Source: an optimization exercise on an open RTL-to-GDS flow (aim: a short achievable clock period and few clock cycles). Production flows keep margins and buffers that such runs may drop.
Function was checked by simulation only, so behaviour that the tests miss may differ from the original.

`run.sh`:
```
#!/bin/bash
# synth_recipe.tcl (not shown) runs the flow's synth.tcl, then flattens the netlist and writes it again
# the make line also repeats each setting of config.mk as NAME=value (left out here)
make -C /OpenROAD-flow-scripts/flow DESIGN_CONFIG=/design/flow/config.mk WORK_HOME=/design/flow/orfs CLKGATE_MAP_FILE= SYNTH_SCRIPT=/design/flow/synth_recipe.tcl finish
```
`config.mk`:
```
export PLATFORM = sky130hd
export DESIGN_NAME = acc_cpu_top
export DESIGN_NICKNAME = acc_cpu_top
export VERILOG_FILES = /design/flow/design.v
export SDC_FILE = /design/flow/constraint.sdc
export NUM_CORES = 4
export LEC_CHECK = 0
export CAP_MARGIN = 20
export CORE_MARGIN = 2
export CORE_UTILIZATION = 40
export SLEW_MARGIN = 20
export SYNTH_MEMORY_MAX_BITS = 8192
```
`constraint.sdc`:
```
create_clock -name core_clock -period 26.0 [get_ports {clk}]
set_input_delay 5.2000 -clock core_clock [delete_from_list [all_inputs] [get_ports {clk}]]
set_output_delay 5.2000 -clock core_clock [all_outputs]
set_load 0.01 [all_outputs]
```
`design.v`:
```
package acc_cpu_pkg;
    localparam int word_width = 16;
    localparam int addr_width = 8;
    localparam int op_width   = 4;
    localparam int kind_width = 4;
    localparam int mem_words = 2 ** addr_width;
    typedef logic [word_width-1:0] word_t;
    typedef logic [addr_width-1:0] addr_t;
    typedef logic [op_width-1:0] alu_op_t;
    localparam alu_op_t alu_add  = 4'h0;
    localparam alu_op_t alu_sub  = 4'h1;
    localparam alu_op_t alu_mul  = 4'h2;
    localparam alu_op_t alu_div  = 4'h3;
    localparam alu_op_t alu_shl  = 4'h4;
    localparam alu_op_t alu_shr  = 4'h5;
    localparam alu_op_t alu_rol  = 4'h6;
    localparam alu_op_t alu_ror  = 4'h7;
    localparam alu_op_t alu_and  = 4'h8;
    localparam alu_op_t alu_or   = 4'h9;
    localparam alu_op_t alu_xor  = 4'ha;
    localparam alu_op_t alu_nor  = 4'hb;
    localparam alu_op_t alu_nand = 4'hc;
    localparam alu_op_t alu_xnor = 4'hd;
    localparam alu_op_t alu_gt   = 4'he;
    localparam alu_op_t alu_eq   = 4'hf;
    typedef enum logic [kind_width-1:0] {
        kind_halt  = 4'h0,
        kind_load  = 4'h1,
        kind_store = 4'h2,
        kind_alu   = 4'h3,
        kind_jump  = 4'h4,
        kind_jz    = 4'h5
    } kind_t;
    typedef struct packed {
        kind_t   kind;
        alu_op_t op;
        addr_t   addr;
    } instr_t;
    typedef enum logic [2:0] {
        st_idle,
        st_fetch,
        st_fetch_wait,
        st_decode,
        st_exec_read,
        st_exec_wait,
        st_write_back
    } seq_state_t;
endpackage
`timescale 1ns/10ps
module acc_alu (
    input  acc_cpu_pkg::alu_op_t operation,
    input  acc_cpu_pkg::word_t   operand_a,
    input  acc_cpu_pkg::word_t   operand_b,
    output acc_cpu_pkg::word_t   result
);
    logic [2*acc_cpu_pkg::word_width-1:0] product;
    acc_cpu_pkg::word_t                   quotient;
    assign product = operand_a * operand_b;
    always_comb begin
        if (operand_b == '0) begin
            quotient = '1;
        end else begin
            quotient = operand_a / operand_b;
        end
    end
    always_comb begin
        case (operation)
            acc_cpu_pkg::alu_add: begin
                result = operand_a + operand_b;
            end
            acc_cpu_pkg::alu_sub: begin
                result = operand_a - operand_b;
            end
            acc_cpu_pkg::alu_mul: begin
                result = product[acc_cpu_pkg::word_width-1:0];
            end
            acc_cpu_pkg::alu_div: begin
                result = quotient;
            end
            acc_cpu_pkg::alu_shl: begin
                result = {operand_a[14:0], 1'b0};
            end
            acc_cpu_pkg::alu_shr: begin
                result = {1'b0, operand_a[15:1]};
            end
            acc_cpu_pkg::alu_rol: begin
                result = {operand_a[14:0], operand_a[15]};
            end
            acc_cpu_pkg::alu_ror: begin
                result = {operand_a[0], operand_a[15:1]};
            end
            acc_cpu_pkg::alu_and: begin
                result = operand_a & operand_b;
            end
            acc_cpu_pkg::alu_or: begin
                result = operand_a | operand_b;
            end
            acc_cpu_pkg::alu_xor: begin
                result = operand_a ^ operand_b;
            end
            acc_cpu_pkg::alu_nor: begin
                result = ~(operand_a | operand_b);
            end
            acc_cpu_pkg::alu_nand: begin
                result = ~(operand_a & operand_b);
            end
            acc_cpu_pkg::alu_xnor: begin
                result = ~(operand_a ^ operand_b);
            end
            acc_cpu_pkg::alu_gt: begin
                result = {15'd0, operand_a > operand_b};
            end
            acc_cpu_pkg::alu_eq: begin
                result = {15'd0, operand_a == operand_b};
            end
            default: begin
                result = '0;
            end
        endcase
    end
endmodule
`timescale 1ns/10ps
module main_memory (
    input  logic               clk,
    input  logic               busy,
    input  logic               host_we,
    input  acc_cpu_pkg::addr_t host_addr,
    input  acc_cpu_pkg::word_t host_wdata,
    input  logic               cpu_we,
    input  acc_cpu_pkg::addr_t cpu_addr,
    input  acc_cpu_pkg::word_t cpu_wdata,
    output acc_cpu_pkg::word_t rdata
);
    acc_cpu_pkg::word_t ram [acc_cpu_pkg::mem_words];
    logic               sel_we;
    acc_cpu_pkg::addr_t sel_addr;
    acc_cpu_pkg::word_t sel_wdata;
    assign sel_we    = busy ? cpu_we    : host_we;
    assign sel_addr  = busy ? cpu_addr  : host_addr;
    assign sel_wdata = busy ? cpu_wdata : host_wdata;
    always_ff @(posedge clk) begin
        if (sel_we) begin
            ram[sel_addr] <= sel_wdata;
        end else begin
            rdata <= ram[sel_addr];
        end
    end
endmodule
`timescale 1ns/10ps
module cpu_control (
    input  logic                 clk,
    input  logic                 arst_n,
    input  logic                 start,
    input  acc_cpu_pkg::word_t   mem_rdata,
    input  acc_cpu_pkg::word_t   alu_result,
    output acc_cpu_pkg::addr_t   mem_addr,
    output acc_cpu_pkg::word_t   mem_wdata,
    output logic                 mem_we,
    output acc_cpu_pkg::alu_op_t alu_operation,
    output acc_cpu_pkg::word_t   alu_operand_a,
    output acc_cpu_pkg::word_t   alu_operand_b,
    output logic                 busy,
    output logic                 halted,
    output acc_cpu_pkg::word_t   acc,
    output acc_cpu_pkg::addr_t   pc
);
    acc_cpu_pkg::seq_state_t state;
    acc_cpu_pkg::instr_t ir;
    acc_cpu_pkg::addr_t  mar;
    acc_cpu_pkg::word_t  mbr;
    acc_cpu_pkg::instr_t fetched;
    acc_cpu_pkg::addr_t  pc_next;
    logic                acc_zero;
    logic                exec_phase;
    assign fetched  = acc_cpu_pkg::instr_t'(mem_rdata);
    assign pc_next  = pc + acc_cpu_pkg::addr_t'(1);
    assign acc_zero = (acc == '0);
    assign exec_phase = (state == acc_cpu_pkg::st_exec_read)
                        || (state == acc_cpu_pkg::st_exec_wait)
                        || (state == acc_cpu_pkg::st_write_back);
    assign mem_addr  = exec_phase ? mar : pc;
    assign mem_wdata = acc;
    assign mem_we    = (state == acc_cpu_pkg::st_write_back)
                       && (ir.kind == acc_cpu_pkg::kind_store);
    assign alu_operation = ir.op;
    assign alu_operand_a = acc;
    assign alu_operand_b = mbr;
    assign busy = (state != acc_cpu_pkg::st_idle);
    always_ff @(posedge clk or negedge arst_n) begin
        if (!arst_n) begin
            state  <= acc_cpu_pkg::st_idle;
            halted <= 1'b0;
            pc     <= '0;
            acc    <= '0;
        end else begin
            case (state)
                acc_cpu_pkg::st_idle: begin
                    if (start) begin
                        state  <= acc_cpu_pkg::st_fetch;
                        halted <= 1'b0;
                        pc     <= '0;
                    end
                end
                acc_cpu_pkg::st_fetch: begin
                    state <= acc_cpu_pkg::st_fetch_wait;
                end
                acc_cpu_pkg::st_fetch_wait: begin
                    state <= acc_cpu_pkg::st_decode;
                end
                acc_cpu_pkg::st_decode: begin
                    case (fetched.kind)
                        acc_cpu_pkg::kind_load,
                        acc_cpu_pkg::kind_alu: begin
                            pc    <= pc_next;
                            state <= acc_cpu_pkg::st_exec_read;
                        end
                        acc_cpu_pkg::kind_store: begin
                            pc    <= pc_next;
                            state <= acc_cpu_pkg::st_write_back;
                        end
                        acc_cpu_pkg::kind_jump: begin
                            pc    <= fetched.addr;
                            state <= acc_cpu_pkg::st_fetch;
                        end
                        acc_cpu_pkg::kind_jz: begin
                            if (acc_zero) begin
                                pc <= fetched.addr;
                            end else begin
                                pc <= pc_next;
                            end
                            state <= acc_cpu_pkg::st_fetch;
                        end
                        default: begin
                            state  <= acc_cpu_pkg::st_idle;
                            halted <= 1'b1;
                        end
                    endcase
                end
                acc_cpu_pkg::st_exec_read: begin
                    state <= acc_cpu_pkg::st_exec_wait;
                end
                acc_cpu_pkg::st_exec_wait: begin
                    state <= acc_cpu_pkg::st_write_back;
                end
                acc_cpu_pkg::st_write_back: begin
                    if (ir.kind == acc_cpu_pkg::kind_load) begin
                        acc <= mbr;
                    end else if (ir.kind == acc_cpu_pkg::kind_alu) begin
                        acc <= alu_result;
                    end
                    state <= acc_cpu_pkg::st_fetch;
                end
                default: begin
                    state <= acc_cpu_pkg::st_idle;
                end
            endcase
        end
    end
    always_ff @(posedge clk) begin
        if (state == acc_cpu_pkg::st_decode) begin
            ir  <= fetched;
            mar <= fetched.addr;
        end
        if (state == acc_cpu_pkg::st_exec_wait) begin
            mbr <= mem_rdata;
        end
    end
endmodule
`timescale 1ns/10ps
module acc_cpu_top (
    input  logic               clk,
    input  logic               arst_n,
    input  logic               start,
    input  logic               host_we,
    input  acc_cpu_pkg::addr_t host_addr,
    input  acc_cpu_pkg::word_t host_wdata,
    output acc_cpu_pkg::word_t host_rdata,
    output logic               busy,
    output logic               halted,
    output acc_cpu_pkg::word_t acc,
    output acc_cpu_pkg::addr_t pc
);
    acc_cpu_pkg::addr_t   mem_addr;
    acc_cpu_pkg::word_t   mem_wdata;
    acc_cpu_pkg::word_t   mem_rdata;
    logic                 mem_we;
    acc_cpu_pkg::alu_op_t alu_operation;
    acc_cpu_pkg::word_t   alu_operand_a;
    acc_cpu_pkg::word_t   alu_operand_b;
    acc_cpu_pkg::word_t   alu_result;
    cpu_control u_control (
        .clk           (clk),
        .arst_n        (arst_n),
        .start         (start),
        .mem_rdata     (mem_rdata),
        .alu_result    (alu_result),
        .mem_addr      (mem_addr),
        .mem_wdata     (mem_wdata),
        .mem_we        (mem_we),
        .alu_operation (alu_operation),
        .alu_operand_a (alu_operand_a),
        .alu_operand_b (alu_operand_b),
        .busy          (busy),
        .halted        (halted),
        .acc           (acc),
        .pc            (pc)
    );
    acc_alu u_alu (
        .operation (alu_operation),
        .operand_a (alu_operand_a),
        .operand_b (alu_operand_b),
        .result    (alu_result)
    );
    main_memory u_memory (
        .clk        (clk),
        .busy       (busy),
        .host_we    (host_we),
        .host_addr  (host_addr),
        .host_wdata (host_wdata),
        .cpu_we     (mem_we),
        .cpu_addr   (mem_addr),
        .cpu_wdata  (mem_wdata),
        .rdata      (mem_rdata)
    );
    assign host_rdata = mem_rdata;
endmodule
```
==> run_results.csv, run 1 <==
group,metric,value,unit
status,outcome,"timing/DRC/antenna clean",
setup_path,crit_family,"compound AO/OA/AOI/OAI gates",
flow_run,maxCapViolCount,0,
drt,vias,96700,
global_routing,grt_max_degree,221,
yosys,yosysWarningCount,3,
yosys,syn_nets,9703,
cells_and_area,finalNetCount,10300,
timing,fmax,40.5,MHz
yosys,synthFlopType,"edfxtp_1",
global_routing,grt-ovfl-total,0,
drt,route.detailed.drc,0,
timing,layout_min_cycle_time,24.67,ns
placed_design,io_buffers,69,
cells_and_area,fillCellCount,36600,
yosys,ys_types,96,
global_routing,gr-usage-met2,37.1,%
cells_and_area,area_delta_synth_final,14.4,%
clock_tree,insertion_delay,0.99,ns
setup_path,crit_top_cell,"ha_1",
global_routing,grt_pass1_vias,95500,
die,die_y,664,um
cells_and_area,fin_area,0.199,mm2
setup_path,critical_path_class,"flip-flop to flip-flop",
yosys,seq_area_frac_synth,71.8,%
timing,setup_viol,0,
die,rows,242,
cells_and_area,layout_commonest_cell,"edfxtp_1",
setup_path,endpoint_kind,"flip-flop",
placed_design,dp_hpwl,326000,um
yosys,async_reset_ff_share,0.671,%
setup_path,path_max_fanout,16,
yosys,synth_seq_cells,4172,
clock_tree,clk_path_buf_depth,4,
timing,worst_pin_slew,1.35,ns
setup_path,start_kind,"flip-flop",
setup_path,slowest_stage,"edfxtp_1",
clock_tree,cts.root.buffer_cell,"clkbuf_16",
die,die-width,664,um
placed_design,placed_area,0.185,mm2
clock_tree,clk_pin_slew,0.07,ns
global_routing,antenna_found_initial,29,
timing,min_period_over_period,94.9,%
timing,skew,0.0564,ns
setup_path,max_stage_delay,0.45,ns
drt,vias_per_cell,6.02,
clock_tree,clock-sinks,4172,
global_routing,grt.busiest_layer,"met2",
timing,maxSlewHeadroom,10.3,%
cells_and_area,drive_above_1_share,24.3,%
yosys,yosys.area.top_type_share,71.4,%
global_routing,track_usage,23.3,%
drt,wl_per_cell,32.7,um
worst_hold_path,hold_path.class,"flip-flop to flip-flop",
drt,drtAntennaViolNets,0,
die,start_util,40.1,%
clock_tree,cts_max_level,5,
yosys,yosysTopAreaCell,"edfxtp_1",
setup_path,worst_ep_required_time,26.86,ns
timing,finalHoldViolCount,0,
clock_tree,cts_buffers,416,
clock_tree,cts_tree,"done",
global_routing,grt.met3_usage,3.95,%
setup_path,cp.arrival,25.52,ns
drt,finalWirelength,526000,um
die,core,0.434,mm2
placed_design,gp_congestion,0.904,
clock_tree,cts_hold_buf,0,
yosys,avgSynthCellArea,18.6,um2
drt,first_iter_violations,13100,
global_routing,use_met1,32.5,%
yosys,syn_inst,9356,
timing,slew_violations,0,
yosys,synth_edf_count,4144,
die,die_area,0.441,mm2
die,io_pins,70,
setup_path,crit_buf_inv,16,
cells_and_area,layout_common_cells,"edfxtp_1 (4144), mux4_2 (1024), nand2_1 (663)",
global_routing,grt_pass1_wl,737000,um
drt,first_pass_iters,6,
yosys,syn-cell-area,0.174,mm2
yosys,netlist_top_cells_area,"edfxtp_1 (71%), mux4_2 (13%), ha_1 (1.7%)",
## what timing repair did
item | CTS | global route
setup endpoints to repair | 0 | 2
buffers inserted | 0 | 18
resized for setup | 0 | 97
## cell type report
class	count	area, um2	area share [%]
Antenna cell	13	32.5	0.0163
Clock buffer	503	10900	5.48
Clock inverter	265	2510	1.26
Inverter	191	717	0.360
Multi-Input combinational cell	4472	47000	23.6
Sequential cell	4172	125000	62.8
Tap cell	5734	7170	3.60
Timing Repair Buffer	718	5900	2.96
## final timing paths
kind,startpoint,cells past startpoint,to,slack (ns)
max in group asynchronous,arst_n,1,u_control.halted$_DFFE_PN0P_,20.93
worst max-delay path,u_control.mbr[13]$_DFFE_PP_,121,u_control.acc[0]$_DFFE_PN0P_,1.33
worst max register to register,u_control.mbr[13]$_DFFE_PP_,121,u_control.acc[0]$_DFFE_PN0P_,1.33
worst min register to register,u_control.pc[0]$_DFFE_PN0P_,2,u_control.pc[0]$_DFFE_PN0P_,0.62
worst min-delay path,u_control.pc[0]$_DFFE_PN0P_,2,u_control.pc[0]$_DFFE_PN0P_,0.62
min in group asynchronous,arst_n,1,u_control.acc[10]$_DFFE_PN0P_,4.40
## per-layer routing
| layer | share of wire, % | wire [um] |
|---|---|---|
| met1 | 40 | 211000 |
| met2 | 47 | 248000 |
| met3 | 8.6 | 45500 |
| met4 | 4.1 | 21700 |
| met5 | 0.035 | 185 |
## kinds of logic (layout without fill, tap and decap cells)
group                      count (synthesis)  in the layout  synth area share (%)
muxes                                   1274           1274                  14.7
other                                      0             13                     0
adders and majority gates                319            319                  2.64
and+or+nand+nor                         1695           1695                  4.30
DFF                                     4172           4172                  71.8
xor gates and xnor gates                 127            127                 0.638
AOI/OAI and AO/OA                       1057           1057                  4.05
buffers and inverters                    712           1677                  1.89
## sequential cells by signal, indices dropped and copies added (netlist names)
signal and count:
u_control.mar 7, u_memory.ram 4096, u_control.pc 8, u_control.halted 1
u_control.mbr 16, u_control.state 3, u_control.acc 16, u_control.ir 9
u_memory.rdata 16
## synth_stat cells (35+ instances only)
master / n
a211oi_1: 48
a21o_1: 45
a21oi_1: 228
a22o_1: 43
a22oi_1: 141
a31oi_1: 66
and3_1: 91
buf_1: 67
buf_2: 113
buf_4: 103
clkbuf_1: 225
edfxtp_1: 4144
fa_1: 82
ha_1: 237
inv_1: 182
mux2i_1: 231
mux4_2: 1024
nand2_1: 682
nand3_1: 146
nand4_1: 35
nor2_1: 472
nor3_1: 95
nor4_1: 42
o21ai_0: 170
o22ai_1: 72
xnor2_1: 77
xor2_1: 50
## through the flow
stage	setup WS [ns]	TNS, ns	util, %	hold WS [ns]	instances
6_report	1.33	0	45.9	0.624	16100
5_1_grt	-0.241	-0.241	45.9	0.671	16100
4_1_cts	0.133	0	45.7	0.620	16000
3_5_place_dp	0.278	0	42.7	0.604	15300
3_3_place_gp	-0.0324	-0.0324	42.6	0.593	15300
2_1_floorplan	0.156	0	-	0.516	9356
## worst reg2reg max path: cells and delay by family, from the launching register on
kind,cells,cell delay [ns]
AND/OR/NAND/NOR,27,4.86
multiplexers,5,1.63
adder cells (fa/ha/maj),15,4.69
flip-flops,1,0.45
buffers and inverters,16,2.56
AO/OA/AOI/OAI,58,10.36
Testbench counts, summed over its fixed seeds: cycles 323,025.
==> run 2, diff against run 1 <==
--- a/design.v
+++ b/design.v
@@ -168,4 +168,2 @@
     acc_cpu_pkg::instr_t ir;
-    acc_cpu_pkg::addr_t  mar;
-    acc_cpu_pkg::word_t  mbr;
     acc_cpu_pkg::instr_t fetched;
@@ -173,3 +171,4 @@
     logic                acc_zero;
-    logic                exec_phase;
+    logic                dec;
+    logic                jz_taken;
     assign fetched  = acc_cpu_pkg::instr_t'(mem_rdata);
@@ -177,12 +176,22 @@
     assign acc_zero = (acc == '0);
-    assign exec_phase = (state == acc_cpu_pkg::st_exec_read)
-                        || (state == acc_cpu_pkg::st_exec_wait)
-                        || (state == acc_cpu_pkg::st_write_back);
-    assign mem_addr  = exec_phase ? mar : pc;
+    assign dec      = (state == acc_cpu_pkg::st_decode);
+    assign jz_taken = (fetched.kind == acc_cpu_pkg::kind_jz) && acc_zero;
+    always_comb begin
+        mem_addr = pc;
+        if (dec) begin
+            case (fetched.kind)
+                acc_cpu_pkg::kind_load,
+                acc_cpu_pkg::kind_alu,
+                acc_cpu_pkg::kind_store,
+                acc_cpu_pkg::kind_jump: mem_addr = fetched.addr;
+                acc_cpu_pkg::kind_jz:   mem_addr = jz_taken ? fetched.addr : pc_next;
+                default:                mem_addr = pc;
+            endcase
+        end
+    end
     assign mem_wdata = acc;
-    assign mem_we    = (state == acc_cpu_pkg::st_write_back)
-                       && (ir.kind == acc_cpu_pkg::kind_store);
+    assign mem_we    = dec && (fetched.kind == acc_cpu_pkg::kind_store);
     assign alu_operation = ir.op;
     assign alu_operand_a = acc;
-    assign alu_operand_b = mbr;
+    assign alu_operand_b = mem_rdata;
     assign busy = (state != acc_cpu_pkg::st_idle);
@@ -204,5 +213,2 @@
                 acc_cpu_pkg::st_fetch: begin
-                    state <= acc_cpu_pkg::st_fetch_wait;
-                end
-                acc_cpu_pkg::st_fetch_wait: begin
                     state <= acc_cpu_pkg::st_decode;
@@ -218,3 +224,3 @@
                             pc    <= pc_next;
-                            state <= acc_cpu_pkg::st_write_back;
+                            state <= acc_cpu_pkg::st_fetch;
                         end
@@ -222,11 +228,7 @@
                             pc    <= fetched.addr;
-                            state <= acc_cpu_pkg::st_fetch;
+                            state <= acc_cpu_pkg::st_decode;
                         end
                         acc_cpu_pkg::kind_jz: begin
-                            if (acc_zero) begin
-                                pc <= fetched.addr;
-                            end else begin
-                                pc <= pc_next;
-                            end
-                            state <= acc_cpu_pkg::st_fetch;
+                            pc    <= jz_taken ? fetched.addr : pc_next;
+                            state <= acc_cpu_pkg::st_decode;
                         end
@@ -239,14 +241,8 @@
                 acc_cpu_pkg::st_exec_read: begin
-                    state <= acc_cpu_pkg::st_exec_wait;
-                end
-                acc_cpu_pkg::st_exec_wait: begin
-                    state <= acc_cpu_pkg::st_write_back;
-                end
-                acc_cpu_pkg::st_write_back: begin
                     if (ir.kind == acc_cpu_pkg::kind_load) begin
-                        acc <= mbr;
-                    end else if (ir.kind == acc_cpu_pkg::kind_alu) begin
+                        acc <= mem_rdata;
+                    end else begin
                         acc <= alu_result;
                     end
-                    state <= acc_cpu_pkg::st_fetch;
+                    state <= acc_cpu_pkg::st_decode;
                 end
@@ -259,8 +255,4 @@
     always_ff @(posedge clk) begin
-        if (state == acc_cpu_pkg::st_decode) begin
-            ir  <= fetched;
-            mar <= fetched.addr;
-        end
-        if (state == acc_cpu_pkg::st_exec_wait) begin
-            mbr <= mem_rdata;
+        if (dec) begin
+            ir <= fetched;
         end
==> run_results.csv, run 2 <==
group,metric,value,unit
status,outcome,"timing/DRC/antenna clean",
yosys,syn-cell-area,0.175,mm2
setup_path,path_max_fanout,11,
worst_hold_path,hold_path.class,"flip-flop to flip-flop",
setup_path,start_kind,"flip-flop",
timing,maxSlewHeadroom,9.79,%
drt,vias_per_cell,6.24,
worst_hold_path,hold_path_end,"u_control.halted$_DFFE_PN0P_",
yosys,yosysWarningCount,3,
clock_tree,clk_pin_slew,0.08,ns
timing,skew,0.0638,ns
setup_path,endpoint_kind,"flip-flop",
timing,min_period_over_period,95.8,%
drt,wl_per_cell,35.5,um
die,rows,243,
clock_tree,cts_hold_buf,0,
drt,route.detailed.drc,0,
yosys,syn_nets,11500,
cells_and_area,reg.largest.list,"u_memory.ram: 4096 flops, u_control.acc: 16 flops, u_memory.rdata: 16 flops",
drt,vias,113000,
cells_and_area,drive_above_1_share,20.5,%
setup_path,max_stage_delay,0.53,ns
cells_and_area,fillCellCount,37300,
global_routing,track_usage,28.1,%
yosys,yosysTopAreaCell,"edfxtp_1",
yosys,synthFlopType,"edfxtp_1",
global_routing,grt_pass1_wl,869000,um
setup_path,reg2reg_to,"u_control.acc[0]$_DFFE_PN0N_",
die,start_util,40.1,%
global_routing,antenna_found_initial,48,
placed_design,dp_hpwl,404000,um
drt,highest_layer,"met5",
setup_path,rr_startpoint,"u_memory.rdata[13]$_DFFE_PN_",
timing,rsz0062_at_grt,"true",
cells_and_area,finalNetCount,12300,
cells_and_area,largest_reg_flops,4096,
yosys,synth_edf_count,4120,
flow_run,maxCapViolCount,0,
cells_and_area,fin_area,0.203,mm2
die,die_y,666,um
drt,dr_wl_met2,279000,um
cells_and_area,area_delta_synth_final,16.0,%
die,io_pins,70,
yosys,async_reset_ff_share,0.675,%
clock_tree,clock-sinks,4148,
setup_path,rrSetupSlack,1.10,ns
yosys,synth_commonest_cells,"edfxtp_1 (4120), nand2_1 (1739), nor2_1 (562)",
global_routing,grt_pass1_vias,106000,
drt,wl_met3,81800,um
clock_tree,cts_max_level,5,
clock_tree,cts_buffers,416,
drt,met1_length,231000,um
setup_path,slowest_stage,"or4_1",
die,die-width,666,um
timing,layout_min_cycle_time,24.90,ns
die,core,0.437,mm2
worst_hold_path,hp-start,"u_control.halted$_DFFE_PN0P_",
setup_path,cp.arrival,25.76,ns
yosys,seq_area_frac_synth,71.0,%
clock_tree,insertion_delay,1.04,ns
timing,finalSetupTns,0,ns
yosys,synth_most_common_cell,"edfxtp_1",
yosys,synth_seq_cells,4148,
placed_design,placed_area,0.188,mm2
die,die_area,0.443,mm2
timing,fmax,40.2,MHz
drt,finalWirelength,641000,um
placed_design,io_buffers,69,
timing,worst_pin_slew,1.35,ns
timing,finalHoldViolCount,0,
clock_tree,cts_tree,"done",
setup_path,crit_top_cell,"buf_4",
worst_hold_path,holdPathStages,1,
yosys,ys_types,97,
yosys,yosys.area.top_type_share,70.6,%
clock_tree,cts.root.buffer_cell,"clkbuf_16",
drt,first_pass_iters,8,
drt,first_iter_violations,18400,
cells_and_area,regMostFlops,"u_memory.ram",
global_routing,grt_max_degree,225,
drt,drtAntennaViolNets,0,
timing,setup_viol,0,
placed_design,gp_congestion,1.00,
timing,whs,0.544,ns
setup_path,critical_path_class,"flip-flop to flip-flop",
setup_path,r2r_cells,133,
yosys,netlist_top_cells_area,"edfxtp_1 (71%), mux4_2 (6.9%), nand2_1 (3.7%)",
timing,slew_violations,0,
cells_and_area,layout_commonest_cell,"edfxtp_1",
global_routing,grt-ovfl-total,0,
yosys,syn_inst,11100,
clock_tree,clk_path_buf_depth,4,
cells_and_area,layout_common_cells,"edfxtp_1 (4120), nand2_1 (1711), buf_4 (877)",
yosys,avgSynthCellArea,15.7,um2
setup_path,worst_ep_required_time,26.85,ns
[run 2: final cells by class]
class                      instances  area [um2]  share of cell area, %
timing repair buffer             998        8180                   4.02
antenna                           40         100                 0.0493
tap                             5757        7200                   3.55
clock inverter                   247        2370                   1.17
multi-input combinational       6161       49300                   24.3
inverter                         194         728                  0.358
sequential                      4148      124000                   61.2
clock buffer                     515       10800                   5.34
[run 2: worst max path at each step]
stage / from / end / slack, ns / cells past startpoint
floorplan: u_memory.rdata[15]$_DFFE_PN_ / u_control.acc[0]$_DFFE_PN0N_ / 0.05 / 134
global placement: u_memory.rdata[12]$_DFFE_PN_ / u_control.acc[0]$_DFFE_PN0N_ / -0.75 / 132
detailed placement: u_memory.rdata[12]$_DFFE_PN_ / u_control.acc[0]$_DFFE_PN0N_ / -1.12 / 127
CTS: u_memory.rdata[12]$_DFFE_PN_ / u_control.acc[0]$_DFFE_PN0N_ / 0.004 / 136
global route: u_memory.rdata[13]$_DFFE_PN_ / u_control.acc[0]$_DFFE_PN0N_ / -0.36 / 140
finish: u_memory.rdata[13]$_DFFE_PN_ / u_control.acc[0]$_DFFE_PN0N_ / 1.10 / 133
[run 2: cell families (layout without fill, tap and decap cells)]
| logic type | Yosys count | after routing | share of synthesized area [%] |
|---|---|---|---|
| multiplexers | 990 | 990 | 9.51 |
| adder cells (fa/ha/maj) | 319 | 319 | 2.63 |
| buffers and inverters | 840 | 1954 | 2.31 |
| XOR/XNOR | 126 | 126 | 0.630 |
| flip-flops | 4148 | 4148 | 71.0 |
| AO/OA/AOI/OAI | 1418 | 1419 | 5.64 |
| other | 0 | 40 | 0 |
| AND/OR/NAND/NOR | 3307 | 3307 | 8.25 |
[run 2: repair_timing]
action / 4_1_cts / 5_1_grt
setup endpoints to repair: 2 / 2
pin swaps: 17 / 107
buffers inserted: 21 / 38
resized for setup: 51 / 171
cloned: 0 / 1
[run 2: routing by layer]
metal	GRT usage [%]	vias to the layer above
met5	0.119	-
met4	17.8	20
met3	8.13	1589
met2	41.3	7919
met1	36.5	58000
li1	-	45200
[run 2: stage by stage]
| step | utilization (%) | setup slack, ns | instances |
|---|---|---|---|
| after detailed placement | 43.0 | -1.12 | 17200 |
| after CTS | 46.1 | 0.00374 | 18000 |
| after global placement | 42.9 | -0.748 | 17200 |
| after global routing | 46.5 | -0.363 | 18000 |
| after floorplan | - | 0.0466 | 11100 |
| final | 46.5 | 1.10 | 18100 |
[run 2: worst max-delay path: cells and delay by family, from the launching register on]
kind	cells	cell delay (ns)
compound gates	61	11.26
simple gates	37	6.09
fa+ha+maj	15	4.19
buf+inv	19	2.42
flops	1	0.43
mux	1	0.33
Testbench counts of run 2, summed over its fixed seeds: cycles 116,705.
==> run 3, diff against run 2 <==
--- a/config.mk
+++ b/config.mk
@@ -10,2 +10,3 @@
 export CORE_UTILIZATION = 40
+export SETUP_SLACK_MARGIN = 5
 export SLEW_MARGIN = 20
==> run_results.csv, run 3 <==
group,metric,value,unit
yosys,synth_most_common_cell,"edfxtp_1",
drt,wl_met3,82800,um
drt,first_pass_iters,8,
global_routing,grt-ovfl-total,0,
yosys,synth_edf_count,4120,
die,core,0.437,mm2
yosys,yosys.area_share.adder,2.63,%
cells_and_area,fin_area,0.203,mm2
timing,worst_pin_slew,1.36,ns
yosys,yosys.area.top_type_share,70.6,%
clock_tree,cts_max_level,5,
die,die_y,666,um
setup_path,max_stage_delay,0.43,ns
yosys,ys_types,97,
yosys,yosysWarningCount,3,
cells_and_area,largest_reg_flops,4096,
placed_design,gp_congestion,0.944,
global_routing,antenna_found_initial,44,
setup_path,slowest_stage,"edfxtp_1",
yosys,synth_seq_cells,4148,
setup_path,r2r_cells,129,
setup_path,reg2reg_to,"u_control.acc[0]$_DFFE_PN0N_",
cells_and_area,reg.largest.list,"u_memory.ram: 4096 flops, u_control.acc: 16 flops, u_memory.rdata: 16 flops",
cells_and_area,layout_commonest_cell,"edfxtp_1",
timing,min_period_over_period,94.8,%
flow_run,maxCapViolCount,0,
yosys,yosysTopAreaCell,"edfxtp_1",
cells_and_area,seq_area,0.124,mm2
yosys,synth_top_family_by_area,"multiplexers",
yosys,synthSimpleGateAreaFrac,8.25,%
drt,met1_length,237000,um
yosys,synth_compound_area_share,5.64,%
worst_hold_path,hold_path.class,"flip-flop to flip-flop",
global_routing,grt_max_degree,197,
yosys,async_reset_ff_share,0.675,%
drt,highest_layer,"met5",
yosys,avgSynthCellArea,15.7,um2
setup_path,crit_top_cell,"buf_4",
drt,wl_per_cell,35.3,um
worst_hold_path,hp-start,"u_control.halted$_DFFE_PN0P_",
timing,rsz0062_at_grt,"true",
clock_tree,clk_pin_slew,0.07,ns
global_routing,track_usage,28.1,%
status,outcome,"timing/DRC/antenna clean",
placed_design,dp_hpwl,399000,um
worst_hold_path,hold_path_end,"u_control.halted$_DFFE_PN0P_",
yosys,seq_area_frac_synth,71.0,%
worst_hold_path,holdPathStages,1,
timing,setup_viol,0,
yosys,synth_mux_area_share,9.51,%
yosys,syn_inst,11100,
setup_path,rrSetupSlack,1.35,ns
timing,whs,0.528,ns
timing,fmax,40.6,MHz
setup_path,cp.arrival,25.49,ns
drt,vias_per_cell,6.22,
cells_and_area,layout_common_cells,"edfxtp_1 (4120), nand2_1 (1706), buf_4 (893)",
clock_tree,cts_buffers,414,
drt,drtAntennaViolNets,0,
clock_tree,cts_tree,"done",
yosys,synth_commonest_cells,"edfxtp_1 (4120), nand2_1 (1739), nor2_1 (562)",
drt,finalWirelength,638000,um
cells_and_area,area_delta_synth_final,16.0,%
yosys,netlist_top_cells_area,"edfxtp_1 (71%), mux4_2 (6.9%), nand2_1 (3.7%)",
timing,skew,0.0927,ns
placed_design,placed_area,0.188,mm2
cells_and_area,finalNetCount,12300,
cells_and_area,fin_util,46.5,%
clock_tree,clk_path_buf_depth,4,
placed_design,io_buffers,69,
cells_and_area,multiInputGateArea,0.0496,mm2
die,start_util,40.1,%
setup_path,endpoint_kind,"flip-flop",
timing,slew_violations,0,
yosys,synthFlopType,"edfxtp_1",
yosys,syn_nets,11500,
timing,maxSlewHeadroom,9.18,%
setup_path,start_kind,"flip-flop",
cells_and_area,fillCellCount,37300,
drt,dr_wl_met2,278000,um
clock_tree,insertion_delay,1.04,ns
clock_tree,clock-sinks,4148,
clock_tree,cts.root.buffer_cell,"clkbuf_16",
timing,finalHoldViolCount,0,
setup_path,worst_ep_required_time,26.84,ns
drt,route.detailed.drc,0,
die,io_pins,70,
yosys,syn-cell-area,0.175,mm2
timing,finalSetupTns,0,ns
yosys,synth_xor_area_share,0.630,%
die,rows,243,
cells_and_area,regMostFlops,"u_memory.ram",
drt,vias,112000,
setup_path,critical_path_class,"flip-flop to flip-flop",
drt,first_iter_violations,18400,
setup_path,rr_startpoint,"u_memory.rdata[12]$_DFFE_PN_",
setup_path,path_max_fanout,6,
timing,layout_min_cycle_time,24.65,ns
global_routing,grt_pass1_wl,873000,um
cells_and_area,drive_above_1_share,21.2,%
die,die-width,666,um
global_routing,grt_pass1_vias,107000,
die,die_area,0.443,mm2
## run 3: cell counts after synthesis
Identical to the previous run, type by type.
## run 3: timing repair
item | CTS | global route
resized for setup | 169 | 63
endpoints found under the setup margin | 3 | 4
pin swaps | 108 | 84
setup buffers | 87 | 27
cloned | 1 | 0
hold buffers | 0 | 0
## run 3: logic make-up (layout without fill, tap and decap cells)
family / Yosys count / count (layout)
muxes: 990 / 990
buffers and inverters: 840 / 1976
and+or+nand+nor: 3307 / 3307
other: 0 / 19
xor gates and xnor gates: 126 / 126
AOI/OAI and AO/OA: 1418 / 1418
DFF: 4148 / 4148
adders and majority gates: 319 / 319
## run 3: critical path, delay by kind of cell, from the launching register on
family	cells	cell delay (ns)
AOI/OAI and AO/OA	58	10.95
muxes	5	1.53
DFF	1	0.43
adders and majority gates	15	4.22
and+or+nand+nor	34	4.96
buffers and inverters	17	2.35
## run 3: worst max-delay path by stage
stage,from,to,cells past startpoint
floorplan,u_memory.rdata[15]$_DFFE_PN_,u_control.acc[0]$_DFFE_PN0N_,132
global placement,u_memory.rdata[7]$_DFFE_PN_,u_control.acc[0]$_DFFE_PN0N_,127
detailed placement,u_memory.rdata[7]$_DFFE_PN_,u_control.acc[0]$_DFFE_PN0N_,121
CTS,u_memory.rdata[15]$_DFFE_PN_,u_control.acc[0]$_DFFE_PN0N_,129
global route,u_memory.rdata[12]$_DFFE_PN_,u_control.acc[0]$_DFFE_PN0N_,133
finish,u_memory.rdata[12]$_DFFE_PN_,u_control.acc[0]$_DFFE_PN0N_,129
## run 3: cell type report
cell class / instances / area share [%]
repair buffers: 1025 / 4.11
diodes: 19 / 0.0234
clock inverters: 234 / 0.975
flip-flops and latches: 4148 / 61.2
well taps: 5757 / 3.55
clock buffers: 523 / 5.34
multi-input cells: 6160 / 24.4
inverters: 194 / 0.358
## run 3: per-layer routing
metal | vias up | track usage (%)
li1 | 45100 | -
met1 | 57900 | 37.9
met2 | 7883 | 41.5
met3 | 1367 | 7.78
met4 | 16 | 14.9
met5 | - | 0
## run 3: per-stage QoR
step / worst slack (ns) / instances
after floorplan: 1.48 / 11100
after global placement: 0.126 / 17200
after detailed placement: -0.147 / 17200
after CTS: 1.26 / 18000
after global routing: -0.104 / 18000
final: 1.35 / 18100

afterwards: timing with drivers on the ports:
No port has a modelled driver above. Below, the same layouts with a new extraction and two added sets of constraints.
Step 1: set_driving_cell puts a clkbuf_16 on clk and a buf_2 on each other input, an assumption about the parent block.
Step 2 also shifts input and output timing later by t, the mid clock arrival at the registers, as if the neighbouring blocks saw the same clock.
Three values: ideal, step 1, step 2; two values: the first two.
run	shift t [ns]	setup WS [ns]	worst slew at a driven data input, ns
run 1	1.071	1.333 / 1.333 / 1.333	0.24
run 2	1.114	1.095 / 1.095 / 1.095	0.17
run 3	1.111	1.355 / 1.355 / 1.355	0.07
After both steps every run listed still meets setup and hold.
